This design comes from an exercise in tuning for small area on the open sky130 flow, not from production work.
Where RTL was checked, it was by simulation tests only, not by an equivalence proof against the original.
Only the layout flow was run in run 3; the RTL was not checked for function there.
Power and IR drop assume default switching activity.

===== design/flow/flow/run.sh =====
#!/bin/bash
# Standard ORFS layout, with clock tree and port buffering options passed through.
set -euo pipefail
export CTS_ARGS="-sink_clustering_enable -repair_clock_nets -dont_use_dummy_load -sink_clustering_size 20 -sink_clustering_max_diameter 50 -buf_list sky130_fd_sc_hd__clkbuf_8"
export BUFFER_PORTS_ARGS="-buffer_cell sky130_fd_sc_hd__buf_1"
bash standard.sh finish > standard.log 2>&1

===== design/flow/standard.sh =====
#!/bin/bash
# synth_recipe.tcl (not shown) runs the flow's synth.tcl, then flattens the netlist and writes it again
# the make line also repeats each setting of config.mk as NAME=value (left out here)
make -C /OpenROAD-flow-scripts/flow DESIGN_CONFIG=/design/flow/config.mk WORK_HOME=/design/flow/orfs CLKGATE_MAP_FILE= SYNTH_SCRIPT=/design/flow/synth_recipe.tcl "${@:-finish}"

===== design/flow/config.mk =====
export PLATFORM = sky130hd
export DESIGN_NAME = max_pool_argmax_relu
export DESIGN_NICKNAME = max_pool_argmax_relu
export VERILOG_FILES = /design/flow/design.v
export SDC_FILE = /design/flow/constraint.sdc
export NUM_CORES = 4
export LEC_CHECK = 0
export CAP_MARGIN = 20
export CORE_MARGIN = 2
export CORE_UTILIZATION = 65
export CTS_BUF_LIST = sky130_fd_sc_hd__clkbuf_8
export CTS_CLUSTER_DIAMETER = 50
export CTS_CLUSTER_SIZE = 20
export SLEW_MARGIN = 20

===== design/flow/constraint.sdc =====
create_clock -name core_clock -period 10.0 [get_ports {aclk}]
set_input_delay 2.0000 -clock core_clock [delete_from_list [all_inputs] [get_ports {aclk}]]
set_output_delay 2.0000 -clock core_clock [all_outputs]
set_load 0.01 [all_outputs]

===== design/flow/design.v =====
`timescale 1ns / 1ps
package mpar_pkg;
    localparam int SAMPLE_BITS   = 16;
    localparam int POOLED_BITS   = 15;
    localparam int MASK_BITS     = 4;
    localparam int PLANE_BITS    = 6;
    localparam int CFG_DATA_BITS = 9;
    localparam int CFG_ADDR_BITS = 2;
    localparam int HALF_BITS     = 7;
    localparam int ENTRY_BITS    = SAMPLE_BITS + 2;
    localparam int LINE_BITS     = ENTRY_BITS / 2;
    localparam logic [HALF_BITS-1:0]  HALF_M1_RESET   = HALF_BITS'(111);
    localparam logic [PLANE_BITS-1:0] PLANES_M1_RESET = PLANE_BITS'(3);
endpackage
`timescale 1ns / 1ps
module mpar_cell #(
    parameter int LEN = 1
) (
    input  logic                             aclk,
    input  logic                             shift,
    input  logic [mpar_pkg::LINE_BITS-1:0]   d,
    output logic [mpar_pkg::LINE_BITS-1:0]   q
);
    localparam int LB = mpar_pkg::LINE_BITS;
    logic [LEN*LB-1:0] sr;
    always_ff @(posedge aclk) begin
        if (shift) begin
            if (LEN == 1) sr <= d;
            else          sr <= {sr[(LEN-1)*LB-1:0], d};
        end
    end
    assign q = sr[LEN*LB-1 -: LB];
endmodule
`timescale 1ns / 1ps
module mpar_line
(
    input  logic                             aclk,
    input  logic                             shift,
    input  logic [mpar_pkg::HALF_BITS-1:0]   half_m1,
    input  logic [mpar_pkg::LINE_BITS-1:0]   d,
    output logic [mpar_pkg::LINE_BITS-1:0]   q_old,
    output logic [mpar_pkg::LINE_BITS-1:0]   q_new
);
    localparam int LB = mpar_pkg::LINE_BITS;
    localparam int HB = mpar_pkg::HALF_BITS;
    logic [LB-1:0] stage [HB+1];
    assign stage[HB] = d;
    for (genvar k = HB - 1; k >= 0; k--) begin : g_seg
        logic [LB-1:0] seg_q;
        mpar_cell #(.LEN(2 << k)) u_seg (
            .aclk (aclk), .shift (shift), .d (stage[k+1]), .q (seg_q)
        );
        assign stage[k] = half_m1[k] ? seg_q : stage[k+1];
    end
    mpar_cell #(.LEN(1)) u_tail1 (
        .aclk (aclk), .shift (shift), .d (stage[0]), .q (q_new)
    );
    mpar_cell #(.LEN(1)) u_tail0 (
        .aclk (aclk), .shift (shift), .d (q_new), .q (q_old)
    );
endmodule
`timescale 1ns / 1ps
module mpar_window
(
    input  logic signed [mpar_pkg::SAMPLE_BITS-1:0] a,
    input  logic signed [mpar_pkg::SAMPLE_BITS-1:0] b,
    output logic signed [mpar_pkg::SAMPLE_BITS-1:0] max_ab,
    output logic                                    a_wins,
    output logic                                    b_wins
);
    logic lt, gt;
    assign lt     = a < b;
    assign gt     = a > b;
    assign max_ab = lt ? b : a;
    assign a_wins = !lt;
    assign b_wins = !gt;
endmodule
`timescale 1ns / 1ps
module max_pool_argmax_relu
(
    input  logic                     aclk,
    input  logic                     aresetn,
    input  logic                     cfg_wen,
    input  logic [mpar_pkg::CFG_ADDR_BITS-1:0] cfg_addr,
    input  logic [mpar_pkg::CFG_DATA_BITS-1:0] cfg_wdata,
    input  logic                     s_valid,
    output logic                     s_ready,
    input  logic signed [mpar_pkg::SAMPLE_BITS-1:0] s_sample,
    output logic                     m_valid,
    input  logic                     m_ready,
    output logic [mpar_pkg::POOLED_BITS-1:0]   m_pooled,
    output logic [mpar_pkg::MASK_BITS-1:0]     m_winner_mask,
    output logic [mpar_pkg::PLANE_BITS-1:0]    m_plane_index,
    output logic                     m_frame_last
);
    localparam int HB = mpar_pkg::HALF_BITS;
    localparam int PB = mpar_pkg::PLANE_BITS;
    localparam int SB = mpar_pkg::SAMPLE_BITS;
    localparam int LB = mpar_pkg::LINE_BITS;
    logic [HB-1:0] half_m1_reg;
    logic [PB-1:0] planes_m1_reg;
    logic          cpar_reg, rpar_reg;
    logic [HB-1:0] cidx_reg, ridx_reg;
    logic          plane_zero_reg, plane_adv_reg;
    logic [PB-1:0] plane;
    logic signed [SB-1:0] left_reg;
    logic                 out_valid_reg;
    logic [mpar_pkg::POOLED_BITS-1:0] out_pooled_reg;
    logic [mpar_pkg::MASK_BITS-1:0]   out_mask_reg;
    logic [PB-1:0]        out_plane_reg;
    logic                 out_last_reg;
    logic          s_acc, restart, pair_end, row_end, plane_end, produce;
    logic          col_last, row_last, plane_last;
    logic [7:0]    w_half;
    logic [HB-1:0] half_m1_new;
    logic [PB-1:0] planes_m1_new;
    logic signed [SB-1:0] pair_max, top_max, all_max;
    logic          pair_a, pair_b, top_a, top_b, top_wins, bot_wins;
    logic [mpar_pkg::ENTRY_BITS-1:0] top_entry, pair_entry;
    assign s_ready = !out_valid_reg || m_ready;
    assign s_acc   = s_valid && s_ready;
    assign restart = cfg_wen && !cfg_addr[1];
    assign col_last   = cidx_reg == half_m1_reg;
    assign row_last   = ridx_reg == half_m1_reg;
    assign plane      = plane_zero_reg ? '0 :
                        !plane_adv_reg ? out_plane_reg :
                        out_last_reg   ? '0 : out_plane_reg + 1'b1;
    assign plane_last = plane == planes_m1_reg;
    assign pair_end   = s_acc && cpar_reg;
    assign row_end    = pair_end && col_last;
    assign plane_end  = row_end && rpar_reg && row_last;
    assign produce    = pair_end && rpar_reg && !restart;
    assign w_half      = cfg_wdata[8:1];
    assign half_m1_new = (w_half == 8'd0) ? '0 :
                         w_half[7]        ? '1 : HB'(w_half - 8'd1);
    assign planes_m1_new = (cfg_wdata[6:0] == 7'd0) ? '0 :
                           cfg_wdata[6]             ? '1 : PB'(cfg_wdata[5:0] - 6'd1);
    mpar_window u_pair (
        .a      (left_reg),
        .b      (s_sample),
        .max_ab (pair_max),
        .a_wins (pair_a),
        .b_wins (pair_b)
    );
    assign pair_entry = {pair_b, pair_a, pair_max};
    mpar_line u_line (
        .aclk    (aclk),
        .shift   (s_acc),
        .half_m1 (half_m1_reg),
        .d       (cpar_reg ? pair_entry[2*LB-1:LB] : left_reg[LB-1:0]),
        .q_old   (top_entry[2*LB-1:LB]),
        .q_new   (top_entry[LB-1:0])
    );
    assign top_max = top_entry[SB-1:0];
    assign top_a   = top_entry[SB];
    assign top_b   = top_entry[SB+1];
    mpar_window u_rows (
        .a      (top_max),
        .b      (pair_max),
        .max_ab (all_max),
        .a_wins (top_wins),
        .b_wins (bot_wins)
    );
    always_ff @(posedge aclk) begin
        if (!aresetn) begin
            half_m1_reg   <= mpar_pkg::HALF_M1_RESET;
            planes_m1_reg <= mpar_pkg::PLANES_M1_RESET;
            cpar_reg      <= 1'b0;
            rpar_reg      <= 1'b0;
            cidx_reg      <= '0;
            ridx_reg      <= '0;
            plane_zero_reg <= 1'b1;
            plane_adv_reg <= 1'b0;
            out_valid_reg <= 1'b0;
        end else begin
            if (produce) begin
                out_valid_reg <= 1'b1;
            end else if (m_ready) begin
                out_valid_reg <= 1'b0;
            end
            if (restart) begin
                if (!cfg_addr[0]) half_m1_reg   <= half_m1_new;
                else              planes_m1_reg <= planes_m1_new;
                cpar_reg  <= 1'b0;
                rpar_reg  <= 1'b0;
                cidx_reg  <= '0;
                ridx_reg  <= '0;
                plane_zero_reg <= 1'b1;
                plane_adv_reg  <= 1'b0;
            end else if (s_acc) begin
                cpar_reg <= !cpar_reg;
                if (pair_end) begin
                    cidx_reg <= col_last ? '0 : cidx_reg + 1'b1;
                end
                if (row_end) begin
                    rpar_reg <= !rpar_reg;
                    if (rpar_reg) begin
                        ridx_reg <= row_last ? '0 : ridx_reg + 1'b1;
                    end
                end
                if (produce) begin
                    plane_zero_reg <= 1'b0;
                    plane_adv_reg  <= plane_end;
                end
            end
        end
    end
    always_ff @(posedge aclk) begin
        if (s_acc) begin
            if (!cpar_reg) left_reg <= s_sample;
            else           left_reg[LB-1:0] <= pair_entry[LB-1:0];
        end
        if (produce) begin
            out_pooled_reg <= all_max[SB-1] ? '0 : all_max[mpar_pkg::POOLED_BITS-1:0];
            out_mask_reg   <= {pair_b & bot_wins, pair_a & bot_wins,
                               top_b & top_wins, top_a & top_wins};
            out_plane_reg  <= plane;
            out_last_reg   <= plane_last && row_last && col_last;
        end
    end
    assign m_valid       = out_valid_reg;
    assign m_pooled      = out_pooled_reg;
    assign m_winner_mask = out_mask_reg;
    assign m_plane_index = out_plane_reg;
    assign m_frame_last  = out_last_reg;
endmodule

==> results of run 1 <==
[critical path: cells and delay by family]
family | cells | cell delay [ps]
buffers and inverters | 2 | 330
muxes | 1 | 470
and+or+nand+nor | 5 | 1390
AOI/OAI and AO/OA | 8 | 1900
adders and majority gates | 2 | 630
[worst max-delay path by stage]
stage                      start           endpoint  depth (start not counted)
global placement    s_sample[13]    out_mask_reg[3]                         18
floorplan                m_ready        left_reg[0]                          3
CTS                 s_sample[14]    out_mask_reg[2]                         18
detailed placement  s_sample[14]    out_mask_reg[3]                         18
finish              s_sample[13]  out_pooled_reg[1]                         18
global route        s_sample[14]    out_mask_reg[2]                         18
[metal layers]
layer  track usage [%]  routed length, um  vias up
met2             21.68              40500      535
met3             3.213               4412      152
met5                 0                 29        -
li1                  -                  -    12209
met1             27.92              50410    13872
met4             4.366               1812        4
[kinds of logic (layout without fill, tap and decap cells)]
kind of cell,after synthesis,after routing,synth area share (%)
flip-flops,2378,2378,94.61
AND/OR/NAND/NOR,274,274,1.783
AO/OA/AOI/OAI,154,154,1.387
buffers and inverters,78,294,0.4046
multiplexers,50,50,0.6894
XOR/XNOR,42,42,0.4896
adder cells (fa/ha/maj),38,38,0.6328
other,0,2,0
[power groups by stage]
stage | Combinational, mW | Clock (mW) | Sequential, mW
2_1_floorplan | 0.291 | 0 | 12.5
3_3_place_gp | 0.408 | 0 | 12.0
3_5_place_dp | 0.424 | 0 | 12.0
4_1_cts | 0.422 | 4.24 | 11.8
5_1_grt | 0.469 | 4.55 | 11.8
6_report | 0.416 | 4.03 | 11.8
[per-stage QoR]
stage / instances / setup slack, ps / hold WS, ps / total power, mW
floorplan: 3014 / -27520 / 400.3 / 12.82
global placement: 4582 / 2644 / 400.8 / 12.39
detailed placement: 4582 / 2536 / 404.5 / 12.40
CTS: 4741 / 3382 / 348.0 / 16.44
global route: 4744 / 3274 / 368.4 / 16.84
finish: 4744 / 3702 / 346.9 / 16.21
[placed cells by master, fill, tap and decap left out, types with 4 or more instances in the layout]
master | synthesis | routed
dfxtp_1 | 32 | 32
ha_1 | 38 | 38
and4_1 | 4 | 4
a221oi_2 | 5 | 5
nand2_1 | 83 | 82
or3_1 | 7 | 7
buf_1 | 0 | 59
buf_4 | 0 | 21
nand3_1 | 16 | 16
or2_2 | 4 | 4
a21oi_1 | 26 | 26
a31oi_1 | 4 | 4
nor2_1 | 72 | 72
and2_1 | 4 | 4
edfxtp_1 | 2346 | 2346
a21o_1 | 10 | 10
o21a_1 | 4 | 4
a21boi_1 | 6 | 6
nor3_1 | 8 | 8
clkbuf_8 | 0 | 159
a21boi_0 | 5 | 5
xor2_1 | 23 | 23
nand3b_1 | 17 | 17
buf_12 | 0 | 10
nor2b_1 | 22 | 22
mux2_2 | 14 | 14
nand4_1 | 13 | 13
o21ai_0 | 41 | 41
inv_1 | 40 | 38
o31ai_1 | 39 | 39
mux2i_1 | 36 | 36
nor4_1 | 5 | 5
nand2b_1 | 13 | 12
xnor2_1 | 19 | 19
[cell type report]
class | count | area, um2
inverters | 41 | 157.7
repair buffers | 94 | 640.6
fillers | 6658 | 34770
diodes | 2 | 5.005
clock buffers | 159 | 2188
well taps | 1512 | 1892
flip-flops and latches | 2378 | 71090
multi-input cells | 558 | 3755
==> flow_results.org, run 1 <==
** Floorplanning
- Die boundary height :: 344.0 um
- Die Wd :: 344.0 um
- Area of the core :: 114500 um2
- For this design the top-level I/O count stands at 60.
- Area of the die :: roughly 120000 um2
- Initial core utilization :: ~66%
- The floorplan has ~120 rows.

** STA
- Setup repair after global routing missed its margin :: no
- For the final database, setup skew stands at about 97 ps.
- Tightest slew margin relative to the limit :: 32.48%
- Setup violations remaining at the end of the flow were counted as 0.
- Final worst path period share :: between 60% and 70%
- The total count of max-transition violations in the final report came to 0.
- Post-Route Setup TNS :: 0 ps
- Timing would allow up to 158.8 MHz.
- Final min period :: approximately 6300 ps
- Number of hold violations in the final report :: 0
- For the pin with the worst max-slew slack, the measured transition is 1013 ps.

** GRT
- Wire length of the first global-routing pass :: 147200 um
- The initial antenna violation count came to 5.
- Global routing finished with a remaining overflow of 0.
- Entering global routing, the biggest net connects 220 pins.
- In the global route stage, overall resource usage came out at 16.25%.
- The number of global-route vias before repair was 25364.

** Worst setup path
- Highest net fanout along the worst path :: 33
- Endpoint type of the worst setup path :: flip-flop
- Worst R2R Start :: left_reg[13]
- Critical path arrival :: between 6000 and 7000 ps
- Number of cells on the worst reg-to-reg path :: 16
- For flop-to-flop paths, the worst setup slack is about 4700 ps.
- Data on the critical path is required at its endpoint by 10450 ps.
- Type of the worst setup path :: input port to flip-flop
- End of the worst register-to-register path :: out_pooled_reg[1]
- The slowest stage of the critical path is the o32a_2 cell.
- For this run, the slowest stage of the critical path takes 620 ps.
- The critical path goes through buf_1 -> inv_1 -> ha_1 -> nand4_1 -> nor4_2 -> o21ai_1 -> a31oi_1 -> or2_2 -> mux2i_1 -> ha_1 -> a21o_1 -> a21oi_1 -> nor2b_1 -> o21ai_0 -> a21oi_1 -> o32a_2 -> nand3b_1 -> o31ai_1.
- The worst setup path is launched from an input port.

** Power
- IR Drop Worst-Case VDD :: 0.0001398 V
- Internal power comes to 13.12 mW.
- Of the total power, the clock network draws 24.8%.
- Dividing total power by cell area gives a power density of 203.3 nW/um2.
- Of the total power, registers draw slightly above 70%.
- Leakage component of the power :: approximately 26 nW
- The analysis attributes to net switching a power of 3.095 mW.
- Switching fraction of total power :: 19.09%
- Part of the power in combinational logic :: 2.6%

** CTS
- The clock drives around 2400 sinks.
- The H-tree generated during clock tree synthesis spans 4 levels.
- Hold-fix buffers at CTS :: 0
- Buffer depth of the longest clock path :: 3
- TritonCTS built the clock tree.
- Clock latency (worst-skew pair) :: about 820 ps
- Number of clock buffers inserted by TritonCTS :: 159
- Root buffer cell :: clkbuf_8
- Post-CTS setup buffers :: 0
- Cts repair resizes :: 0
- Clk pin slew, worst setup/hold paths :: 90 ps

** Logic synthesis
- Counting flops with an async set or reset pin after synthesis yields a share of 0%.
- In this run, synthesis inferred 2346 flip-flops with an integrated enable.
- The biggest area contributor in the post-synthesis netlist is edfxtp_1.
- Summing the sequential cell areas from Yosys gives 94.61% of the chip area.
- Most used standard cell by instance count after synthesis :: edfxtp_1
- Syn nets :: 3084
- A synthesized cell averages roughly 25 um2.
- The synthesized netlist contains just over 50 unique library cells.
- Total of warnings raised by yosys :: 12
- By area the synthesized netlist is led by edfxtp_1 94%, dfxtp_1 0.85%, ha_1 0.63%.
- Area share of the largest cell type after synthesis :: a little over nine tenths
- Count of state elements after synthesis :: 2378
- Post-Synthesis Cell Area :: 75140 um2
- Synthesis handed over a netlist of roughly 3000 instances.
- Most used DFF post-synth :: edfxtp_1
- Commonest cells in the netlist :: 2346 x edfxtp_1, 83 x nand2_1, 72 x nor2_1

** Flow run
- MaxCap Viol Count :: 0

** Worst hold path
- In this run the most critical hold path is launched from u_line.g_seg[5].u_seg.sr[267].
- Hold-critical path endpoint :: u_line.g_seg[5].u_seg.sr[276]
- The path class of the tightest hold or removal check is flip-flop to flip-flop.
- Worst hold path depth :: 0

** Layout
- Flip-flop count of the largest register after layout :: between 2000 and 2500
- With fillers left out, the area of the finished cells amounts to 79730 um2.
- Compared with the post-synthesis result, the final layout area differs by 6.110%.
- Post-layout util :: 69.63%
- Count of nets after finishing :: 3302
- Cells with a size suffix above 1 make up 6.966% of the layout.

** Placed design
- The congestion estimate from routability-driven global placement came to between 0.7 and 0.8.
- Total placed instance area :: 77490 um2
- HPWL after DPL :: approximately 48000 um
- Port bufs :: 59

** Route
- The first routing iteration left 2877 violations.
- In the final routed layout, each cell accounts on average for 20.48 um.
- Total number of vias :: between 20000 and 30000
- The count of nets left with antenna violations once routing finished came out at 0.
- Number of vias per cell :: 5.643
- For this run, design rule violations remaining after detail routing come to 0.
- Summed over all layers, the routed wires come to 97160 um.
- Router iterations before antenna repair :: 4

** Run status
- Run status :: no timing/DRC/antenna violations
==> run 2: changes to the inputs <==
--- a/design/flow/config.mk
+++ b/design/flow/config.mk
@@ -7,7 +7,7 @@
 export LEC_CHECK = 0
 export CAP_MARGIN = 20
 export CORE_MARGIN = 2
-export CORE_UTILIZATION = 65
+export CORE_UTILIZATION = 72
 export CTS_BUF_LIST = sky130_fd_sc_hd__clkbuf_8
 export CTS_CLUSTER_DIAMETER = 50
 export CTS_CLUSTER_SIZE = 20
==> flow_results.org, run 2 <==
** Logic synthesis
- Commonest cells in the netlist :: 2346 x edfxtp_1, 83 x nand2_1, 72 x nor2_1
- For this run, the leading register cell type out of synthesis is edfxtp_1.
- Area share of the largest cell type after synthesis :: 93.76% (unchanged)
- Sequential area share after synthesis :: 94.61% (unchanged)
- Cell count after synthesis :: 3014 (unchanged)
- Synth async-reset ratio :: 0% (unchanged)
- Cell types with the largest area share after synthesis :: edfxtp_1 94%, dfxtp_1 0.85%, ha_1 0.63%
- The post-synthesis register bit count was 2378 (unchanged).
- The number of enable flip-flop cells after synthesis is 2346 (unchanged).
- Syn nets :: 3084 (unchanged)
- Synth Area per Inst :: 24.93 um2 (unchanged)
- Summed over all instances, the cell type with the most area after synthesis is edfxtp_1.
- Cell variety after synth :: 51 (unchanged)
- Post-Synthesis Cell Area :: 75140 um2 (unchanged)
- Most used standard cell by instance count after synthesis :: edfxtp_1
- The yosys synthesis warning count came to 12 (unchanged).

** CTS
- The number of H-tree levels came to 4 (unchanged).
- Clock sink count :: 2378 (unchanged)
- Hold-fix buffers at CTS :: 0 (unchanged)
- The number of buffers on the longest clock path is 3 (unchanged).
- Post-CTS setup buffers :: 0 (unchanged)
- Cts repair resizes :: 0 (unchanged)
- TritonCTS built the clock tree.
- Root buffer cell :: clkbuf_8
- The insertion delay to the later sink of the worst-skew pair is 860 ps (+40 ps).
- Number of clock buffers inserted by TritonCTS :: 153 (-3.8%)
- The clock-pin slew reported for the worst setup and hold paths after clock tree synthesis was 110 ps (+20 ps).

** Layout
- The library cell used most frequently in the layout, excluding fill and tap cells, is edfxtp_1.
- The fraction of layout cells with a size suffix above 1 was 6.532% (-0.43 points).
- The final net count was 3287 (-0.45%).
- Synthesis-to-finish area growth :: 5.663%
- Area used by sequential logic in the layout :: 71090 um2 (unchanged)
- The combined area of the multi-input logic cells came to 3755 um2 (unchanged).
- Most frequent cells in the layout :: 2346 x edfxtp_1, 153 x clkbuf_8, 82 x nand2_1
- The flip-flop count of the largest register, all copies and words added is 2286 (unchanged).
- The number of fillers in the final layout was 4953 (-26%).

** STA
- The top achievable clock speed came to 160.2 MHz (+0.92%).
- Number of hold violations in the final report :: 0 (unchanged)
- Worst hold margin :: 376.5 ps (+29.63 ps)
- The count of endpoints failing setup in the final report was 0 (unchanged).
- Final Skew :: 84.08 ps (-12.43 ps)
- The final worst-path cycle share is 62.40% (-0.57 points).
- Setup repair after global routing left no endpoint under its margin.
- Post-Route Setup TNS :: 0 ps (unchanged)
- The total count of max-transition violations in the final report is 0 (unchanged).
- Final min period :: 6240 ps (-57.30 ps)
- The slew of the pin with the lowest slew margin is 1136 ps (+123.4 ps).
- Setup WS post-layout :: 3760 ps (+57.30 ps)
- The max-slew headroom at the worst pin was 24.26% (-8.2 points).

** Route
- WL per Instance :: 21.84 um (+6.6%)
- DR DRC count :: 0 (unchanged)
- The via density per instance was 5.856 (+3.8%).
- Total detailed-routing wirelength :: 100500 um (+3.4%)
- The iteration-0 DRC count of the detailed router came to 2720 (-5.5%).
- Router iterations before antenna repair :: 5 (+1)
- Total number of vias :: 26937 (+0.62%)
- DRT antenna net count :: 0 (unchanged)

** Worst setup path
- End of the worst register-to-register path :: out_pooled_reg[1]
- The worst-path maximum fanout came to 33 (unchanged).
- Critical path launch point type :: input port
- The worst setup path is captured at a flip-flop.
- The register-to-register setup slack came to 4760 ps (+20 ps).
- In this run the critical register-to-register path is launched from left_reg[12].
- The data arrival at the endpoint of the critical path is 6740 ps (about the same).
- The data required time of the worst path was 10500 ps (+50 ps).
- The critical path in this run is classified as input port to flip-flop.
- Number of cells on the worst reg-to-reg path :: 16 (unchanged)

** Worst hold path
- Hold-critical path endpoint :: u_line.g_seg[1].u_seg.sr[34]
- Worst hold path depth :: 0 (unchanged)
- Kind of path behind the tightest hold check :: flip-flop to flip-flop
- The startpoint identified for the worst hold timing path is u_line.g_seg[1].u_seg.sr[25].

** Flow run
- MaxCap Viol Count :: 0 (unchanged)

** Floorplanning
- The floorplan die area was 107000 um2 (-9.6%).
- Die boundary height :: 327.0 um (-4.9%)
- The placement row count is 118 (-4.8%).
- Area of the core :: 103500 um2 (-9.6%)
- The I/O pin count is 60 (unchanged).
- The die outline width is 327.0 um (-4.9%).
- The initial standard-cell utilization of the core came to 72.60% (+7.0 points).

** Placed design
- Port bufs :: 59 (unchanged)
- The last weighted congestion value of the routability-driven placer came to 0.8314 (+5.7%).
- The setup slack at placement was 2553 ps (+17.17 ps).
- HPWL after DPL :: 53180 um (+9.8%)

** GRT
- The total track usage came to 18.86% (+2.6 points).
- Wire length of the first global-routing pass :: 150900 um (+2.6%)
- Remaining global-route overflow :: 0 (unchanged)
- Via count of the first global-routing pass :: 26006 (+2.5%)
- Maximum number of pins on one net before global-route repair :: 192 (-13%)
- The initial antenna violation count came to 5 (unchanged).

** Power
- IR Drop Worst-Case VDD :: 0.0002002 V (+43%)
- The leakage power summed over all cells came to 26.36 nW (-0.36%).
- Power per standard cell area :: 203.0 nW/um2 (-0.15%)
- Power, Total :: 16.12 mW (-0.57%)

** Run status
- The run finished with no timing, DRC or antenna violations.
[run 2: cell counts after synthesis]
No cell type changed its count.
[run 2: kinds of logic (layout without fill, tap and decap cells)]
group                    Yosys count  count (layout)  synth area share [%]
other                              0               5                     0
multiplexers                      50              50                0.6894
AO/OA/AOI/OAI                    154             154                 1.387
flip-flops                      2378            2378                 94.61
buffers and inverters             78             279                0.4046
AND/OR/NAND/NOR                  274             274                 1.783
adder cells (fa/ha/maj)           38              38                0.6328
XOR/XNOR                          42              42                0.4896
[run 2: stage by stage]
step           utilization [%]  std cells  instance area (um2)
6_report                 76.71       4600                79390
5_1_grt                  76.70       4596                79380
4_1_cts                  76.69       4595                79370
3_5_place_dp             74.66       4442                77270
3_3_place_gp             74.66       4442                77270
2_1_floorplan                -       3014                75150
[run 2: how the worst max path moves through the flow]
stage / from / slack (ps) / to
global route: s_sample[14] / 3360 / out_mask_reg[3]
floorplan: m_ready / -27520 / left_reg[0]
finish: s_sample[13] / 3760 / out_pooled_reg[1]
detailed placement: s_sample[13] / 2550 / out_mask_reg[3]
global placement: s_sample[9] / 2630 / out_mask_reg[3]
CTS: s_sample[13] / 3410 / out_mask_reg[3]
[run 2: final cells by class]
type                    instances  area share (%)
inverters                      41          0.1986
flip-flops and latches       2378           89.54
repair buffers                 85          0.6871
well taps                    1380           2.175
clock buffers                 153           2.652
diodes                          5         0.01576
multi-input cells             558           4.730
[run 2: critical path, cell delays in order]
cell and delay, ps:
buf_1 280, inv_1 80, ha_1 300, nand4_1 190, nor4_2 420, o21ai_1 220
a31oi_1 340, or2_2 550, mux2i_1 400, ha_1 310, nor2b_1 140, o21a_1 160
o21ai_0 150, a21oi_1 100, o21ba_2 210, o32a_2 600, nand3b_1 190, o31ai_1 80
[run 2: power by group]
part / internal (mW) / leakage [nW] / switching [mW] / total (mW)
clock network: 1.38 / 1.10 / 2.54 / 3.92
registers: 11.6 / 23.2 / 0.192 / 11.8
logic: 0.0930 / 2.05 / 0.325 / 0.418
[run 2: routing by layer]
metal	GRT usage [%]	wire [um]	vias up
met1	30.55	47620	13947
met5	0	31	-
met2	26.98	44970	639
met4	5.405	2009	4
li1	-	-	12189
met3	3.997	5828	158
==> run 3: changes to the inputs <==
--- a/design/flow/design.v
+++ b/design/flow/design.v
@@ -50,14 +50,18 @@
         mpar_cell #(.LEN(2 << k)) u_seg (
             .aclk (aclk), .shift (shift), .d (stage[k+1]), .q (seg_q)
         );
-        assign stage[k] = half_m1[k] ? seg_q : stage[k+1];
-    end
+        assign stage[k] = ~(half_m1[k] ? seg_q : stage[k+1]);
+    end
+    localparam logic [LB-1:0] TAIL_INV = (HB % 2 == 1) ? '1 : '0;
+    logic [LB-1:0] tail1_q, tail0_q;
     mpar_cell #(.LEN(1)) u_tail1 (
-        .aclk (aclk), .shift (shift), .d (stage[0]), .q (q_new)
+        .aclk (aclk), .shift (shift), .d (stage[0]), .q (tail1_q)
     );
     mpar_cell #(.LEN(1)) u_tail0 (
-        .aclk (aclk), .shift (shift), .d (q_new), .q (q_old)
-    );
+        .aclk (aclk), .shift (shift), .d (tail1_q), .q (tail0_q)
+    );
+    assign q_new = tail1_q ^ TAIL_INV;
+    assign q_old = tail0_q ^ TAIL_INV;
 endmodule
 `timescale 1ns / 1ps
 module mpar_window
--- a/design/flow/config.mk
+++ b/design/flow/config.mk
@@ -7,7 +7,7 @@
 export LEC_CHECK = 0
 export CAP_MARGIN = 20
 export CORE_MARGIN = 2
-export CORE_UTILIZATION = 72
+export CORE_UTILIZATION = 65
 export CTS_BUF_LIST = sky130_fd_sc_hd__clkbuf_8
 export CTS_CLUSTER_DIAMETER = 50
 export CTS_CLUSTER_SIZE = 20
==> flow_results.org, run 3 <==
** STA
- The count of endpoints failing setup in the final report came to 0 (unchanged).
- Tightest slew margin relative to the limit :: 28.78% (+4.5 points)
- Post-Route Setup TNS :: 0 ps (unchanged)
- Number of hold violations in the final report :: 0 (unchanged)
- The total count of max-transition violations in the final report came to 0 (unchanged).
- The slew of the pin with the lowest slew margin is 1068 ps (-67.93 ps).
- Final worst path period share :: 68.74% (+6.3 points)
- The clock skew was 116.7 ps (+32.65 ps).
- The minimum clock period is 6874 ps (+633.7 ps).
- Setup repair after global routing missed its margin :: no
- The final hold slack came to 342.8 ps (-33.72 ps).
- The top achievable clock speed came to 145.5 MHz (-9.2%).
- Setup WS post-layout :: 3126 ps (-633.7 ps)

** Worst setup path
- Endpoint type of the worst setup path :: flip-flop
- The worst setup path is of the input port to flip-flop kind.
- The data arrival at the endpoint of the critical path is 7340 ps (+600 ps).
- Critical path launch point type :: input port
- Highest net fanout along the worst path :: 21 (-36%)
- Number of cells on the worst reg-to-reg path :: 15 (-1)
- In this run the critical register-to-register path is launched from left_reg[15].
- Reg2Reg Setup Slack :: 4260 ps (-500 ps)
- End of the worst register-to-register path :: out_pooled_reg[5]
- The data required time of the worst path was 10460 ps (-40 ps).

** Worst hold path
- Worst hold path depth :: 0 (unchanged)
- Hold-critical path endpoint :: u_line.g_seg[5].u_seg.sr[540]
- In this run the most critical hold path is launched from u_line.g_seg[5].u_seg.sr[531].
- The path class of the tightest hold or removal check is flip-flop to flip-flop.

** Layout
- The flip-flop count of the largest register, all copies and words added was 2286 (unchanged).
- Synthesis-to-finish area growth :: 5.985%
- The fraction of layout cells with a size suffix above 1 is 7.097% (+0.56 points).
- The final cell count without fillers was 4754 (+3.3%).
- The final net count came to 3313 (+0.79%).
- The final cell area excluding filler cells was 79850 um2 (+0.58%).
- The share of the core filled with cells came to 69.65% (-7.1 points).
- Commonest non-fill, non-tap cell in the layout :: edfxtp_1
- Most frequent cells in the layout :: 2346 x edfxtp_1, 161 x clkbuf_8, 69 x nor2_1

** CTS
- The number of buffers on the longest clock path was 3 (unchanged).
- Clock sink count :: 2378 (unchanged)
- The clock-pin slew reported for the worst setup and hold paths after clock tree synthesis came to 110 ps (about the same).
- Hold-fix buffers at CTS :: 0 (unchanged)
- Post-CTS setup buffers :: 0 (unchanged)
- Clock latency (worst-skew pair) :: 850 ps (about the same)
- The number of CTS-inserted buffers is 161 (+5.2%).
- Root buffer cell :: clkbuf_8
- The post-cts repair resize count was 0 (unchanged).
- CTS tree :: built
- The number of H-tree levels was 4 (unchanged).

** Run status
- The run finished with no timing, DRC or antenna violations.

** Route
- The overall routed net length is 98290 um (-2.2%).
- The routed length per instance came to 20.68 um (-5.3%).
- The overall via count from detail_route came to 26742 (-0.72%).
- The number of iterations in the first detailed-routing pass came to 7 (+2).
- The via density per instance was 5.625 (-3.9%).
- The iteration-0 DRC count of the detailed router is 2602 (-4.3%).
- DRT antenna net count :: 0 (unchanged)
- The number of remaining DRC errors came to 0 (unchanged).

** Logic synthesis
- Commonest cells in the netlist :: 2346 x edfxtp_1, 69 x nor2_1, 57 x nand2_1
- The synthesized cell area is 75340 um2 (+0.28%).
- Cell count after synthesis :: 3036 (+0.73%)
- The yosys synthesis warning count is 12 (unchanged).
- Area share of the largest cell type after synthesis :: 93.50% (-0.26 points)
- The total nets after synthesis is 3106 (+0.71%).
- By area the synthesized netlist is led by edfxtp_1 94%, dfxtp_1 0.85%, ha_1 0.63%.
- The fraction of synthesis flops using an asynchronous set or reset pin is 0% (unchanged).
- The most used flip-flop cell after synthesis is edfxtp_1.
- Most used standard cell by instance count after synthesis :: edfxtp_1
- The sequential cell area fraction in the yosys report is 94.35% (-0.26 points).
- Synth Area per Inst :: 24.82 um2 (-0.45%)
- Of all cell types, the one taking the most synthesized area is edfxtp_1.
- The number of enable flip-flop cells after synthesis was 2346 (unchanged).
- The number of distinct standard cells referenced by the synthesized netlist is 58 (+14%).
- Count of state elements after synthesis :: 2378 (unchanged)

** Placed design
- The setup slack at placement is 1865 ps (-688.0 ps).
- The placed wire-length estimate was 50050 um (-5.9%).
- The last weighted congestion value of the routability-driven placer came to 0.8410 (+1.2%).
- Port bufs :: 59 (unchanged)
- Total placed instance area :: 77630 um2 (+0.47%)
- Number of placed instances, taps included :: 4592 (+3.4%)

** Power
- The maximum resistive drop on vdd is 0.0001404 V (-30%).
- Power, Total :: 16.22 mW (+0.64%)
- Leakage component of the power :: 26.48 nW (+0.45%)
- Power per standard cell area :: 203.1 nW/um2 (about the same)

** Floorplanning
- Die boundary height :: 344.5 um (+5.3%)
- I/O pin count :: 60 (unchanged)
- Area of the core :: 114700 um2 (+11%)
- Initial core utilization :: 65.71% (-6.9 points)
- Die Wd :: 344.5 um (+5.3%)
- Area of the die :: 118700 um2 (+11%)
- The placement row count is 124 (+5.1%).

** GRT
- The pin count of the biggest net entering global routing is 213 (+11%).
- Remaining global-route overflow :: 0 (unchanged)
- Via count of the first global-routing pass :: 25743 (-1.0%)
- The total track usage is 16.47% (-2.4 points).
- The initial antenna violation count is 1 (-4).
- Wire length of the first global-routing pass :: 149200 um (-1.1%)

** Flow run
- MaxCap Viol Count :: 0 (unchanged)
-- run 3: cell types whose count changed after synthesis, sizes merged, moves of 7 or more --
cell    previous run  this run
a221o              0         7
nand3b            17         3
a21oi             26        56
nand3             16        23
nor3               8        24
o31ai             39         5
nand2             83        57
inv               40        52
o32ai              0        15
buf                3        14
o21ai             42        35
-- run 3: final cells by class --
cell class / count / area, um2
fill: 6579 / 34800
sequential: 2378 / 71090
tap: 1512 / 1892
antenna: 1 / 2.502
inverter: 52 / 198.9
clock buffer: 161 / 2216
timing repair buffer: 91 / 603.1
multi-input combinational: 559 / 3854
-- run 3: worst max path at each step --
stage	startpoint	endpoint	slack, ps	cells past startpoint
after floorplan	m_ready	left_reg[0]	-27610	3
after global placement	s_sample[15]	out_pooled_reg[14]	1630	16
after detailed placement	s_sample[15]	out_pooled_reg[2]	1870	17
after CTS	s_sample[15]	out_pooled_reg[13]	2760	17
after global routing	s_sample[15]	out_pooled_reg[13]	2700	17
final	s_sample[15]	out_pooled_reg[5]	3130	17
-- run 3: power by group --
group / switching (mW) / internal (mW) / total (mW)
sequential: 0.183 / 11.6 / 11.8
combinational: 0.325 / 0.100 / 0.425
clock: 2.59 / 1.45 / 4.03
total: 3.10 / 13.1 / 16.2
-- run 3: cells by family (layout without fill, tap and decap cells) --
family	Yosys count	in the layout	synth area share [%]
xor gates and xnor gates	45	45	0.5231
muxes	47	47	0.6875
buffers and inverters	99	304	0.5430
DFF	2378	2378	94.35
adders and majority gates	38	38	0.6310
other	0	1	0
and+or+nand+nor	261	261	1.779
AOI/OAI and AO/OA	168	168	1.486
-- run 3: critical path, stage by stage --
cell and delay, ps:
buf_1 200, inv_1 70, ha_1 630, nand4_1 310, nor2_1 200, and4_1 790
or4_1 230, and2_2 540, mux2i_1 430, ha_1 320, a21o_1 160, a21o_1 170
a21oi_1 180, o21ai_0 130, o211ai_1 560, buf_4 290, o32ai_1 100
-- run 3: metal layers --
metal / GRT usage [%] / vias to the layer above / wire [um]
li1: - / 12292 / -
met1: 27.64 / 13801 / 50290
met2: 22.48 / 489 / 41990
met3: 3.103 / 160 / 3989
met4: 4.973 / 0 / 2019
met5: 0 / - / 0
==> run 4: changes to the inputs <==
--- a/design/flow/design.v
+++ b/design/flow/design.v
@@ -50,18 +50,14 @@
         mpar_cell #(.LEN(2 << k)) u_seg (
             .aclk (aclk), .shift (shift), .d (stage[k+1]), .q (seg_q)
         );
-        assign stage[k] = ~(half_m1[k] ? seg_q : stage[k+1]);
-    end
-    localparam logic [LB-1:0] TAIL_INV = (HB % 2 == 1) ? '1 : '0;
-    logic [LB-1:0] tail1_q, tail0_q;
+        assign stage[k] = half_m1[k] ? seg_q : stage[k+1];
+    end
     mpar_cell #(.LEN(1)) u_tail1 (
-        .aclk (aclk), .shift (shift), .d (stage[0]), .q (tail1_q)
+        .aclk (aclk), .shift (shift), .d (stage[0]), .q (q_new)
     );
     mpar_cell #(.LEN(1)) u_tail0 (
-        .aclk (aclk), .shift (shift), .d (tail1_q), .q (tail0_q)
-    );
-    assign q_new = tail1_q ^ TAIL_INV;
-    assign q_old = tail0_q ^ TAIL_INV;
+        .aclk (aclk), .shift (shift), .d (q_new), .q (q_old)
+    );
 endmodule
 `timescale 1ns / 1ps
 module mpar_window
@@ -108,9 +104,11 @@
     logic          plane_zero_reg, plane_adv_reg;
     logic [PB-1:0] plane;
     logic signed [SB-1:0] left_reg;
+    logic [SB-1:0]        left_next;
     logic                 out_valid_reg;
-    logic [mpar_pkg::POOLED_BITS-1:0] out_pooled_reg;
-    logic [mpar_pkg::MASK_BITS-1:0]   out_mask_reg;
+    logic [mpar_pkg::POOLED_BITS-1:0] res_pooled;
+    logic [mpar_pkg::MASK_BITS-1:0]   res_mask;
+    logic [mpar_pkg::MASK_BITS-2:0]   out_mask_reg;
     logic [PB-1:0]        out_plane_reg;
     logic                 out_last_reg;
     logic          s_acc, restart, pair_end, row_end, plane_end, produce;
@@ -165,6 +163,17 @@
         .a_wins (top_wins),
         .b_wins (bot_wins)
     );
+    assign res_pooled = all_max[SB-1] ? '0 : all_max[mpar_pkg::POOLED_BITS-1:0];
+    assign res_mask   = {pair_b & bot_wins, pair_a & bot_wins,
+                         top_b & top_wins, top_a & top_wins};
+    always_comb begin
+        if (!cpar_reg) begin
+            left_next = s_sample;
+        end else begin
+            left_next = {res_mask[mpar_pkg::MASK_BITS-1], res_pooled};
+            if (!rpar_reg) left_next[LB-1:0] = pair_entry[LB-1:0];
+        end
+    end
     always_ff @(posedge aclk) begin
         if (!aresetn) begin
             half_m1_reg   <= mpar_pkg::HALF_M1_RESET;
@@ -211,20 +220,17 @@
     end
     always_ff @(posedge aclk) begin
         if (s_acc) begin
-            if (!cpar_reg) left_reg <= s_sample;
-            else           left_reg[LB-1:0] <= pair_entry[LB-1:0];
+            left_reg <= left_next;
         end
         if (produce) begin
-            out_pooled_reg <= all_max[SB-1] ? '0 : all_max[mpar_pkg::POOLED_BITS-1:0];
-            out_mask_reg   <= {pair_b & bot_wins, pair_a & bot_wins,
-                               top_b & top_wins, top_a & top_wins};
+            out_mask_reg   <= res_mask[mpar_pkg::MASK_BITS-2:0];
             out_plane_reg  <= plane;
             out_last_reg   <= plane_last && row_last && col_last;
         end
     end
     assign m_valid       = out_valid_reg;
-    assign m_pooled      = out_pooled_reg;
-    assign m_winner_mask = out_mask_reg;
+    assign m_pooled      = left_reg[mpar_pkg::POOLED_BITS-1:0];
+    assign m_winner_mask = {left_reg[SB-1], out_mask_reg};
     assign m_plane_index = out_plane_reg;
     assign m_frame_last  = out_last_reg;
 endmodule
--- a/design/flow/config.mk
+++ b/design/flow/config.mk
@@ -5,10 +5,10 @@
 export SDC_FILE = /design/flow/constraint.sdc
 export NUM_CORES = 4
 export LEC_CHECK = 0
-export CAP_MARGIN = 20
+export CAP_MARGIN = 5
 export CORE_MARGIN = 2
 export CORE_UTILIZATION = 65
 export CTS_BUF_LIST = sky130_fd_sc_hd__clkbuf_8
 export CTS_CLUSTER_DIAMETER = 50
 export CTS_CLUSTER_SIZE = 20
-export SLEW_MARGIN = 20
+export SLEW_MARGIN = 5
==> flow_results.org, run 4 <==
** Flow run
- MaxCap Viol Count :: 0 (unchanged)

** Logic synthesis
- edfxtp_1 is the most common cell in the netlist.
- By area the synthesized netlist is led by edfxtp_1 94%, dfxtp_1 0.86%, ha_1 0.60%.
- Number of synthesized flops with an enable pin :: 2330 (-0.68%)
- The fraction of synthesis flops using an asynchronous set or reset pin was 0% (unchanged).
- Area share of the largest cell type after synthesis :: 93.74% (+0.24 points)
- Most area-hungry cell type in the Yosys netlist :: edfxtp_1
- The total nets after synthesis is 3017 (-2.9%).
- The most used flip-flop cell after synthesis is edfxtp_1.
- Commonest cells in the netlist :: 2330 x edfxtp_1, 73 x nand2_1, 60 x nor2_1
- Post-Synthesis Cell Area :: 74640 um2 (-0.94%)
- Cell count after synthesis :: 2949 (-2.9%)
- Synth Area per Inst :: 25.31 um2 (+2.0%)
- Total of warnings raised by yosys :: 12 (unchanged)
- Cell variety after synth :: 70 (+21%)
- The post-synthesis register bit count is 2362 (-0.67%).
- The sequential cell area fraction in the yosys report came to 94.60% (+0.25 points).

** Worst setup path
- STA classifies the critical path startpoint as an input port.
- The data required time of the worst path is 10620 ps (+160 ps).
- Critical path arrival :: 7610 ps (+270 ps)
- The worst setup path is captured at a flip-flop.
- The worst setup path is of the input port to flip-flop kind.
- Highest net fanout along the worst path :: 20 (-4.8%)

** Power
- The maximum resistive drop on vdd was 0.0001679 V (+20%).
- The cell area power density was 203.9 nW/um2 (+0.40%).
- Leakage component of the power :: 26.13 nW (-1.3%)

** Route
- The antenna violation net count after detailed routing was 0 (unchanged).
- Total detailed-routing wirelength :: 97010 um (-1.3%)
- Total number of vias :: 26334 (-1.5%)
- The via density per instance came to 5.631 (about the same).
- WL per Instance :: 20.74 um (+0.33%)
- The number of iterations in the first detailed-routing pass came to 6 (-1).
- The iteration-0 DRC count of the detailed router came to 2500 (-3.9%).
- The number of remaining DRC errors was 0 (unchanged).

** Floorplanning
- I/O pin count :: 60 (unchanged)
- Die boundary height :: 342.9 um (-0.46%)
- Initial core utilization :: 65.36% (-0.35 points)
- The floorplan die area is 117600 um2 (-0.93%).
- Area of the core :: 114200 um2 (-0.41%)
- The die outline width is 342.9 um (-0.46%).
- Number of rows in the core area :: 124 (unchanged)

** CTS
- The tree is rooted in a clkbuf_8.
- Buffer depth of the longest clock path :: 3 (unchanged)
- Clock latency (worst-skew pair) :: 860 ps (about the same)
- H-tree depth :: 4 (unchanged)
- The number of CTS-inserted buffers is 160 (-0.62%).
- Post-CTS setup buffers :: 0 (unchanged)
- The count of hold-fix buffers inserted at cts was 0 (unchanged).
- TritonCTS built the clock tree.
- Clock sink count :: 2362 (-0.67%)
- Clk pin slew, worst setup/hold paths :: 100 ps (about the same)
- The post-cts repair resize count came to 0 (unchanged).

** GRT
- The pin count of the biggest net entering global routing came to 192 (-9.9%).
- The final global-route overflow total came to 0 (unchanged).
- The initial antenna violation count came to 4 (+3).
- GRT Util Overall :: 16.40% (-0.075 points)
- Via count of the first global-routing pass :: 25352 (-1.5%)
- The first-pass GRT wire length is 147000 um (-1.5%).

** Layout
- Most frequent cells in the layout :: 2330 x edfxtp_1, 160 x clkbuf_8, 73 x nand2_1
- Count of nets after finishing :: 3231 (-2.5%)
- Synthesis-to-finish area growth :: 6.082% (about the same)
- The fraction of layout cells with a size suffix above 1 came to 7.972% (+0.88 points).
- The flip-flop count of the largest register, all copies and words added is 2286 (unchanged).
- The library cell used most frequently in the layout, excluding fill and tap cells, is edfxtp_1.
- The final cell area excluding filler cells is 79180 um2 (-0.85%).

** Worst hold path
- Kind of path behind the tightest hold check :: flip-flop to flip-flop

** STA
- Final Skew :: 115.2 ps (-1.491 ps)
- The max-slew headroom at the worst pin came to 8.585% (-20 points).
- The top achievable clock speed was 143.1 MHz (-1.6%).
- Final number of max-transition violations :: 0 (unchanged)
- The final worst-path cycle share came to 69.87% (+1.1 points).
- Final min period :: 6987 ps (+112.8 ps)
- Setup repair after global routing missed its margin :: no
- Post-Route Setup TNS :: 0 ps (unchanged)
- The slew of the pin with the lowest slew margin was 1360 ps (+291.4 ps).
- The count of endpoints failing setup in the final report is 0 (unchanged).
- Number of hold violations in the final report :: 0 (unchanged)

** Placed design
- Final Wtd Congestion :: 0.8150 (-3.1%)
- The number of buffers inserted by port buffering came to 59 (unchanged).
- The placed wire-length estimate was 49000 um (-2.1%).
- Total placed instance area :: 76970 um2 (-0.86%)

** Run status
- Run status :: no timing/DRC/antenna violations
run 4: changes by cell type after synthesis, moves of 12 or more:
cell	previous run	this run
a21oi_1	56	26
o32ai_1	15	0
inv_1	52	35
o31ai_1	4	16
mux2i_1	36	13
o21ai_0	34	19
mux2_2	2	28
nand2_1	57	73
edfxtp_1	2346	2330
run 4: metrics by stage:
stage                     util [%]  std cells  worst slack (ps)  total power, mW  hold WS (ps)
after floorplan                  -       2949             -9238            12.40         400.3
after global placement       67.40       4513              2279            12.34         400.1
after detailed placement     67.40       4513              2276            12.35         404.5
after CTS                    69.33       4673              3139            16.38         359.5
after global routing         69.33       4675              2657            16.78         375.4
final                        69.34       4677              3013            16.15         364.0
run 4: final timing paths:
| kind | cells past startpoint | slack [ps] | to | from |
|---|---|---|---|---|
| worst max-delay path | 21 | 3010 | left_reg[11] | s_sample[13] |
| worst min-delay path | 0 | 360 | u_line.g_seg[5].u_seg.sr[487] | u_line.g_seg[5].u_seg.sr[478] |
| worst max register to register | 19 | 4030 | left_reg[11] | left_reg[5] |
| worst min register to register | 0 | 360 | u_line.g_seg[5].u_seg.sr[487] | u_line.g_seg[5].u_seg.sr[478] |
run 4: cell type report:
| cell class | instances | area, um2 |
|---|---|---|
| diodes | 4 | 10.01 |
| multi-input cells | 518 | 3760 |
| repair buffers | 86 | 574.3 |
| inverters | 35 | 131.4 |
| fillers | 6716 | 35010 |
| flip-flops and latches | 2362 | 70610 |
| well taps | 1512 | 1892 |
| clock buffers | 160 | 2202 |
run 4: routing by layer:
| metal | GRT usage [%] | share of wire [%] |
|---|---|---|
| met2 | 22.24 | 42 |
| met1 | 27.58 | 52 |
| met3 | 3.352 | 4.2 |
| met4 | 4.831 | 2.0 |
| met5 | 0 | 0.010 |
run 4: cells by family after synthesis:
logic type	after synthesis	synth area share, %
adder cells (fa/ha/maj)	37	0.6186
AND/OR/NAND/NOR	237	1.542
AO/OA/AOI/OAI	149	1.527
XOR/XNOR	47	0.5515
buffers and inverters	69	0.3755
multiplexers	48	0.7845
flip-flops	2362	94.60
run 4: report_power, final:
part | internal, mW | leakage (nW) | switching [mW]
Sequential | 11.5 | 23.1 | 0.187
Combinational | 0.111 | 1.91 | 0.332
Clock | 1.44 | 1.15 | 2.58
run 4: worst max-delay path: stages:
cell       delay (ps)
buf_1             240
inv_1             130
ha_1              350
nand4_2           120
o21bai_1          100
a2111oi_1         590
nand3_2           170
nand2_2           620
nor2_1             80
a21oi_1           240
inv_1              90
ha_1              200
nand2b_1          170
nand3_1           100
nor3_1             60
a41oi_1           170
o211ai_1          130
maj3_2            360
o21ai_1           900
nor3b_2           590
a21o_1            190
==> run 5: changes to the inputs <==
--- a/design/flow/config.mk
+++ b/design/flow/config.mk
@@ -5,10 +5,11 @@
 export SDC_FILE = /design/flow/constraint.sdc
 export NUM_CORES = 4
 export LEC_CHECK = 0
-export CAP_MARGIN = 5
+export ABC_AREA = 1
+export CAP_MARGIN = 20
 export CORE_MARGIN = 2
 export CORE_UTILIZATION = 65
 export CTS_BUF_LIST = sky130_fd_sc_hd__clkbuf_8
 export CTS_CLUSTER_DIAMETER = 50
 export CTS_CLUSTER_SIZE = 20
-export SLEW_MARGIN = 5
+export SLEW_MARGIN = 20
==> flow_results.org, run 5 <==
** Logic synthesis
- The portion of synthesized cell area occupied by the leading cell type is 93.56% (-0.18 points).
- The synthesized area per cell came to 23.66 um2 (-6.5%).
- After synthesis, the largest family of logic cells by area is simple AND/OR/NAND/NOR gates.
- Cell count after synthesis :: 3161 (+7.2%)
- By area the synthesized netlist is led by edfxtp_1 94%, nand2_1 1.2%, dfxtp_1 0.86%.
- XOR/XNOR share of the synthesized area :: 0.2459% (-0.31 points)
- The area share of fa/ha/maj cells after synthesis was 0.6023% (-0.016 points).
- In the synthesized netlist the dominant register cell turns out to be edfxtp_1.
- Most area-hungry cell type in the Yosys netlist :: edfxtp_1
- The fraction of synthesis flops using an asynchronous set or reset pin is 0% (unchanged).
- Post-Synthesis Cell Area :: 74780 um2 (+0.19%)
- Cell variety after synth :: 50 (-29%)
- Most used standard cell by instance count after synthesis :: edfxtp_1
- The total nets after synthesis is 3229 (+7.0%).
- The post-synthesis register bit count came to 2362 (unchanged).
- The sequential cell area fraction in the yosys report was 94.42% (-0.18 points).
- The complex-gate fraction of the synthesized area was 0.9470% (-0.58 points).
- The number of enable flip-flop cells after synthesis was 2330 (unchanged).
- Synthesized-area fraction occupied by and/or/nand/nor cells :: 2.918% (+1.4 points)
- The commonest cells after synthesis are 2330 x edfxtp_1, 239 x nand2_1, 127 x inv_1.
- The yosys synthesis warning count came to 12 (unchanged).
- The post-synthesis mux area share came to 0% (-0.78 points).

** Route
- Total number of vias :: 27149 (+3.1%)
- The iteration-0 DRC count of the detailed router was 2764 (+11%).
- DR DRC count :: 0 (unchanged)
- DRT antenna net count :: 0 (unchanged)
- Number of vias per cell :: 5.546 (-1.5%)
- The routed length per instance was 21.04 um (+1.4%).
- Router iterations before antenna repair :: 5 (-1)
- The overall routed net length was 103000 um (+6.2%).

** Power
- Proportion of power drawn by the clock network :: 24.5% (-0.4 points)
- The cell area power density came to 204.7 nW/um2 (+0.35%).
- Internal power component :: 13.05 mW (about the same)
- The switching component of the power is 3.171 mW (+2.5%).
- The leakage power summed over all cells was 26.64 nW (+2.0%).
- The sequential power share was 72.2% (-0.2 points).
- IR Drop Worst-Case VDD :: 0.0001345 V (-20%)
- Switching fraction of total power :: 19.55% (+0.38 points)
- The fraction of power consumed by combinational cells came to 3.3% (+0.6 points).

** STA
- Setup repair after global routing missed its margin :: no
- The count of endpoints failing setup in the final report came to 0 (unchanged).
- The top achievable clock speed is 154.2 MHz (+7.7%).
- Setup WS post-layout :: 3514 ps (+501.0 ps)
- The number of hold violations in the final report is 0 (unchanged).
- Tightest slew margin relative to the limit :: 32.03% (+23 points)
- Slew at the pin closest to its max-slew limit :: 1009 ps (-350.8 ps)
- Post-Route Setup TNS :: 0 ps (unchanged)
- The total count of max-transition violations in the final report was 0 (unchanged).
- The minimum clock period is 6486 ps (-501.0 ps).
- The final worst-path cycle share was 64.86% (-5.0 points).
- The clock skew was 98.08 ps (-17.16 ps).
- Worst hold margin :: 373.9 ps (+9.958 ps)

** GRT
- The first-pass GRT wire length is 153400 um (+4.3%).
- Via count of the first global-routing pass :: 26078 (+2.9%)
- Maximum number of pins on one net before global-route repair :: 233 (+21%)
- Number of antenna violations at the first check in global routing :: 13 (+9)
- The final global-route overflow total is 0 (unchanged).
- The total track usage was 17.39% (+0.99 points).

** CTS
- Post-CTS setup buffers :: 0 (unchanged)
- The number of H-tree levels was 4 (unchanged).
- Hold-fix buffers at CTS :: 0 (unchanged)
- The number of clock sinks is 2362 (unchanged).
- CTS tree :: built
- Number of clock buffers inserted by TritonCTS :: 158 (-1.3%)
- The number of buffers on the longest clock path is 3 (unchanged).
- Clock latency (worst-skew pair) :: 860 ps (about the same)
- Clk pin slew, worst setup/hold paths :: 110 ps (about the same)
- The post-cts repair resize count came to 0 (unchanged).
- Root buffer cell :: clkbuf_8

** Worst setup path
- Type of the worst setup path :: input port to flip-flop
- Highest net fanout along the worst path :: 25 (+25%)
- STA classifies the critical path endpoint as a flip-flop.
- The worst stage delay on the critical path came to 600 ps (-300 ps).
- Critical path arrival :: 7130 ps (-480 ps)
- For this design, the slowest cell found on the critical path is nand2_2.
- Critical path launch point type :: input port
- Count of buffering cells on the critical path with inverters included :: 3 (unchanged)
- The data required time of the worst path was 10640 ps (+20 ps).
- Kind of cell with the highest combined delay on the critical path :: simple AND/OR/NAND/NOR gates

** Floorplanning
- The floorplan die area is 117800 um2 (+0.19%).
- I/O pin count :: 60 (unchanged)
- The die outline width came to 343.2 um (about the same).
- Area of the core :: 114200 um2 (unchanged)
- Number of rows in the core area :: 124 (unchanged)
- Die boundary height :: 343.2 um (about the same)
- Initial core utilization :: 65.49% (+0.13 points)

** Layout
- The flip-flop count of the largest register, all copies and words added was 2286 (unchanged).
- Area used by sequential logic in the layout :: 70610 um2 (unchanged)
- From synthesis to final layout, the design area changed by 5.970%.
- Leaving out fill and tap cells, the most frequent cell in the layout is edfxtp_1.
- Fill cell total of the finished layout :: 6713 (-0.045%)
- Share of layout cells above drive strength 1 :: 7.369% (-0.60 points)
- Most frequent cells in the layout :: 2330 x edfxtp_1, 237 x nand2_1, 158 x clkbuf_8
- The final net count was 3449 (+6.7%).
- Footprint of the multi-input gates :: 3535 um2 (-6.0%)

** Run status
- The run finished with no timing, DRC or antenna violations.

** Placed design
- Final Wtd Congestion :: 0.8098 (-0.64%)
- HPWL after DPL :: 55120 um (+12%)
- Setup slack after placement :: 2801 ps (+525.6 ps)
- Port bufs :: 59 (unchanged)

** Worst hold path
- Kind of path behind the tightest hold check :: flip-flop to flip-flop

** Flow run
- MaxCap Viol Count :: 0 (unchanged)
## run 5: cell count changes after synthesis, moves of 16 or more
cell	delta
xnor2_1	-19
o21ai_0	+31
nand2_1	+166
o31ai_1	-16
a21o_1	-18
inv_1	+92
mux2_2	-28
or2_2	+22
nand3_1	+56
## run 5: cell families after synthesis
logic type               count (synthesis)
flip-flops                            2362
AND/OR/NAND/NOR                        466
buffers and inverters                  154
AO/OA/AOI/OAI                          122
adder cells (fa/ha/maj)                 36
XOR/XNOR                                21
## run 5: stage by stage
stage | total power [mW] | utilization [%] | instances | cell area [um2]
2_1_floorplan | 12.83 | - | 3161 | 74800
3_3_place_gp | 12.44 | 67.46 | 4732 | 77030
3_5_place_dp | 12.45 | 67.46 | 4732 | 77030
4_1_cts | 16.43 | 69.36 | 4890 | 79200
5_1_grt | 16.81 | 69.39 | 4892 | 79240
6_report | 16.22 | 69.40 | 4895 | 79250
## run 5: worst paths after layout
check / from / to / slack (ps) / cells past startpoint
setup reg to reg: left_reg[6] / left_reg[1] / 4440 / 22
hold reg to reg: u_line.g_seg[6].u_seg.sr[64] / u_line.g_seg[6].u_seg.sr[73] / 370 / 0
setup / recovery: s_sample[5] / left_reg[1] / 3510 / 25
hold / removal: u_line.g_seg[6].u_seg.sr[64] / u_line.g_seg[6].u_seg.sr[73] / 370 / 0
## run 5: power by group through the flow
stage	clock (mW)	combinational, mW	sequential (mW)
6_report	3.98	0.529	11.7
5_1_grt	4.46	0.591	11.8
4_1_cts	4.17	0.531	11.7
3_5_place_dp	0	0.534	11.9
3_3_place_gp	0	0.523	11.9
2_1_floorplan	0	0.372	12.5
## run 5: final cells by class
type / instances / share of cell area (%)
inverter: 130 / 0.6205
tap: 1512 / 2.387
timing repair buffer: 84 / 0.6773
sequential: 2362 / 89.10
multi-input combinational: 645 / 4.460
antenna: 4 / 0.01263
clock buffer: 158 / 2.744
## run 5: per-layer routing
| metal | vias up | part of all wire (%) | GRT usage (%) | routed length [um] |
|---|---|---|---|---|
| met2 | 610 | 42 | 23.51 | 42910 |
| met1 | 13887 | 50 | 28.97 | 51400 |
| met3 | 172 | 6.2 | 3.768 | 6395 |
| met5 | - | 0.053 | 0 | 55 |
| li1 | 12470 | - | - | - |
| met4 | 10 | 2.2 | 5.440 | 2221 |
==> run 6: changes to the inputs <==
--- a/design/flow/config.mk
+++ b/design/flow/config.mk
@@ -5,7 +5,6 @@
 export SDC_FILE = /design/flow/constraint.sdc
 export NUM_CORES = 4
 export LEC_CHECK = 0
-export ABC_AREA = 1
 export CAP_MARGIN = 20
 export CORE_MARGIN = 2
 export CORE_UTILIZATION = 65
==> flow_results.org, run 6 <==
** Placed design
- Setup slack after placement :: 2264 ps (-537.4 ps)
- Port bufs :: 59 (unchanged)
- Number of placed instances, taps included :: 4513 (-4.6%)
- The placed wire-length estimate came to 48850 um (-11%).
- Final Wtd Congestion :: 0.8150 (+0.64%)

** Worst setup path
- Type of the worst setup path :: input port to flip-flop
- The worst-path maximum fanout was 20 (-20%).
- The data arrival at the endpoint of the critical path is 7220 ps (+90 ps).
- Req. time, crit path :: 10640 ps (about the same)
- Critical path launch point type :: input port
- STA classifies the critical path endpoint as a flip-flop.

** Layout
- Most frequent cells in the layout :: 2330 x edfxtp_1, 161 x clkbuf_8, 73 x nand2_1
- Count of placed standard cells in the final layout, fillers left out :: 4679 (-4.4%)
- Share of layout cells above drive strength 1 :: 8.096% (+0.73 points)
- Leaving out fill and tap cells, the most frequent cell in the layout is edfxtp_1.
- Flip-flop count of the largest register after layout :: 2286 (unchanged)
- From synthesis to final layout, the design area changed by 6.127%.
- Count of nets after finishing :: 3232 (-6.3%)

** CTS
- The insertion delay to the later sink of the worst-skew pair came to 860 ps (about the same).
- The number of CTS-inserted buffers came to 161 (+1.9%).
- The post-cts repair resize count came to 0 (unchanged).
- Post-CTS setup buffers :: 0 (unchanged)
- TritonCTS built the clock tree.
- Root buffer cell :: clkbuf_8
- The number of clock sinks is 2362 (unchanged).
- The count of hold-fix buffers inserted at cts was 0 (unchanged).
- The number of buffers on the longest clock path was 3 (unchanged).
- The number of H-tree levels came to 4 (unchanged).
- Clk pin slew, worst setup/hold paths :: 110 ps (about the same)

** Route
- Router iterations before antenna repair :: 5 (unchanged)
- The overall via count from detail_route came to 26336 (-3.0%).
- DRT antenna net count :: 0 (unchanged)
- Total detailed-routing wirelength :: 96830 um (-6.0%)
- The via density per instance was 5.629 (+1.5%).
- DR DRC count :: 0 (unchanged)
- Violation count after the first detailed-routing iteration :: 2511 (-9.2%)
- The routed length per instance came to 20.69 um (-1.6%).

** STA
- Setup repair after global routing missed its margin :: no
- Tightest slew margin relative to the limit :: 31.38% (-0.65 points)
- Final Setup Violations :: 0 (unchanged)
- Slew at the pin closest to its max-slew limit :: 1028 ps (+18.99 ps)
- Final worst path period share :: 65.75% (+0.89 points)
- The minimum clock period came to 6575 ps (+89.44 ps).
- The setup TNS is 0 ps (unchanged).
- Final number of max-transition violations :: 0 (unchanged)
- Final Skew :: 108.2 ps (+10.14 ps)
- Highest clock frequency the design can meet :: 152.1 MHz (-1.4%)
- Number of hold violations in the final report :: 0 (unchanged)
- Setup WS post-layout :: 3425 ps (-89.44 ps)

** Logic synthesis
- The synthesized area per cell was 25.31 um2 (+7.0%).
- The number of distinct standard cells referenced by the synthesized netlist was 70 (+40%).
- The total nets after synthesis was 3017 (-6.6%).
- Count of state elements after synthesis :: 2362 (unchanged)
- Post-Synthesis Cell Area :: 74640 um2 (-0.19%)
- The commonest cells after synthesis are 2330 x edfxtp_1, 73 x nand2_1, 60 x nor2_1.
- Cell types with the largest area share after synthesis :: edfxtp_1 94%, dfxtp_1 0.86%, ha_1 0.60%
- The number of instances in the synthesized netlist was 2949 (-6.7%).
- Most area-hungry cell type in the Yosys netlist :: edfxtp_1
- The most common cell in the synthesized netlist is edfxtp_1.
- Synth async-reset ratio :: 0% (unchanged)
- The sequential cell area fraction in the yosys report was 94.60% (+0.18 points).
- Most used DFF post-synth :: edfxtp_1
- The portion of synthesized cell area occupied by the leading cell type is 93.74% (+0.18 points).
- Number of synthesized flops with an enable pin :: 2330 (unchanged)
- The yosys synthesis warning count came to 12 (unchanged).

** Floorplanning
- Initial core utilization :: 65.36% (-0.13 points)
- Die boundary height :: 342.9 um (about the same)
- The placement row count came to 124 (unchanged).
- Area of the die :: 117600 um2 (-0.19%)
- I/O pin count :: 60 (unchanged)
- The placeable core region is 114200 um2 (unchanged).
- The die outline width is 342.9 um (about the same).

** GRT
- The number of global-route vias before repair came to 25312 (-2.9%).
- The first-pass GRT wire length came to 147700 um (-3.7%).
- The initial antenna violation count came to 5 (-8).
- GRT Util Overall :: 16.46% (-0.93 points)
- Maximum number of pins on one net before global-route repair :: 192 (-18%)
- The final global-route overflow total was 0 (unchanged).

** Power
- IR Drop Worst-Case VDD :: 0.0001609 V (+20%)
- Power per standard cell area :: 204.0 nW/um2 (-0.34%)
- Leakage component of the power :: 26.14 nW (-1.9%)
- Power, Total :: 16.16 mW (-0.38%)

** Worst hold path
- Kind of path behind the tightest hold check :: flip-flop to flip-flop

** Run status
- Run status :: no timing/DRC/antenna violations

** Flow run
- MaxCap Viol Count :: 0 (unchanged)
==> run 6: through the flow <==
stage / cell area (um2) / hold slack (ps) / utilization [%]
global placement: 76970 / 400.1 / 67.40
global route: 79200 / 358.3 / 69.36
CTS: 79190 / 352.3 / 69.35
floorplan: 74650 / 400.3 / -
finish: 79210 / 364.2 / 69.37
detailed placement: 76970 / 404.5 / 67.41
==> run 6: cell type report <==
cell class,instances,area (um2)
well taps,1512,1892
repair buffers,86,578.1
diodes,5,12.51
inverters,35,131.4
clock buffers,161,2216
flip-flops and latches,2362,70610
fillers,6728,34980
multi-input cells,518,3774
==> run 6: kinds of logic after synthesis <==
kind of cell             synth area share [%]
flip-flops                              94.60
AND/OR/NAND/NOR                         1.542
AO/OA/AOI/OAI                           1.527
buffers and inverters                  0.3755
multiplexers                           0.7845
XOR/XNOR                               0.5515
adder cells (fa/ha/maj)                0.6186
==> run 6: path summary, 6_finish.rpt <==
| kind | cells after the start | end | slack (ps) | start |
|---|---|---|---|---|
| max | 21 | left_reg[11] | 3420 | s_sample[15] |
| min | 0 | u_line.g_seg[3].u_seg.sr[124] | 360 | u_line.g_seg[3].u_seg.sr[115] |
| max reg2reg | 19 | left_reg[11] | 4450 | left_reg[5] |
| min reg2reg | 0 | u_line.g_seg[3].u_seg.sr[124] | 360 | u_line.g_seg[3].u_seg.sr[115] |
==> run 6: per-layer routing <==
metal	vias to the layer above	global-route usage (%)	wire length, um
met4	0	4.967	2180
met1	13715	28.01	49550
met3	170	3.086	4200
met5	-	0	0
li1	11986	-	-
met2	465	22.14	40890
==> run 6: critical path, cell delays in order <==
cell and delay (ps):
buf_1 160, inv_1 90, ha_1 420, nand4_2 170, o21bai_1 100, a2111oi_1 580, nand3_2 170, nand2_2 620
nor2_1 70, a21oi_1 220, inv_1 110, ha_1 200, nand2b_1 180, nand3_1 100, nor3_1 60, a41oi_1 180
o211ai_1 130, maj3_2 360, o21ai_2 540, nor3b_2 540, a21o_1 190
==> run 6: report_power, final <==
group | total [mW] | leakage [nW] | switching [mW] | internal [mW]
clock | 4.02 | 1.16 | 2.58 | 1.45
sequential | 11.7 | 23.1 | 0.187 | 11.5
combinational | 0.443 | 1.91 | 0.332 | 0.111
total | 16.2 | 26.1 | 3.10 | 13.1

[afterwards: timing with drivers on the ports]
The results above use ideal ports. As a check the final layouts listed here were re-extracted and re-timed, cells and wires unchanged. Step 1 (the two cells are an assumption about what drives the block):
set clk [get_ports {aclk}]
set_driving_cell -lib_cell sky130_fd_sc_hd__clkbuf_16 $clk
set_driving_cell -lib_cell sky130_fd_sc_hd__buf_2 [delete_from_list [all_inputs] $clk]
Step 2 also shifts input and output timing later by t, the mid clock arrival at the registers, as if the neighbouring blocks saw the same clock. Slacks: ideal / step 1 / step 2; pairs: ideal / step 1.
run | t, ns | setup WS [ns] | hold slack, ns | slew at the worst register clock pin (ns) | worst slew at a driven data input, ns
run 1 | 0.847 | 3.702 / 3.626 / 2.779 | 0.347 / 0.347 / 0.347 | 0.11 / 0.11 | 0.14
run 2 | 0.890 | 3.760 / 3.688 / 2.798 | 0.377 / 0.377 / 0.377 | 0.11 / 0.11 | 0.15
run 3 | 0.857 | 3.126 / 3.165 / 2.308 | 0.343 / 0.343 / 0.343 | 0.12 / 0.12 | 0.05
run 4 | 0.873 | 3.013 / 3.039 / 2.167 | 0.364 / 0.364 / 0.364 | 0.12 / 0.12 | 0.19
run 5 | 0.893 | 3.514 / 3.475 / 2.581 | 0.374 / 0.374 / 0.374 | 0.11 / 0.11 | 0.21
run 6 | 0.869 | 3.425 / 3.457 / 2.589 | 0.364 / 0.364 / 0.364 | 0.12 / 0.12 | 0.19
After both steps setup and hold are still met in every run listed. The setup slack of run 2, which loses most, moves by -0.072 ns with the drivers and by -0.962 ns with both steps.
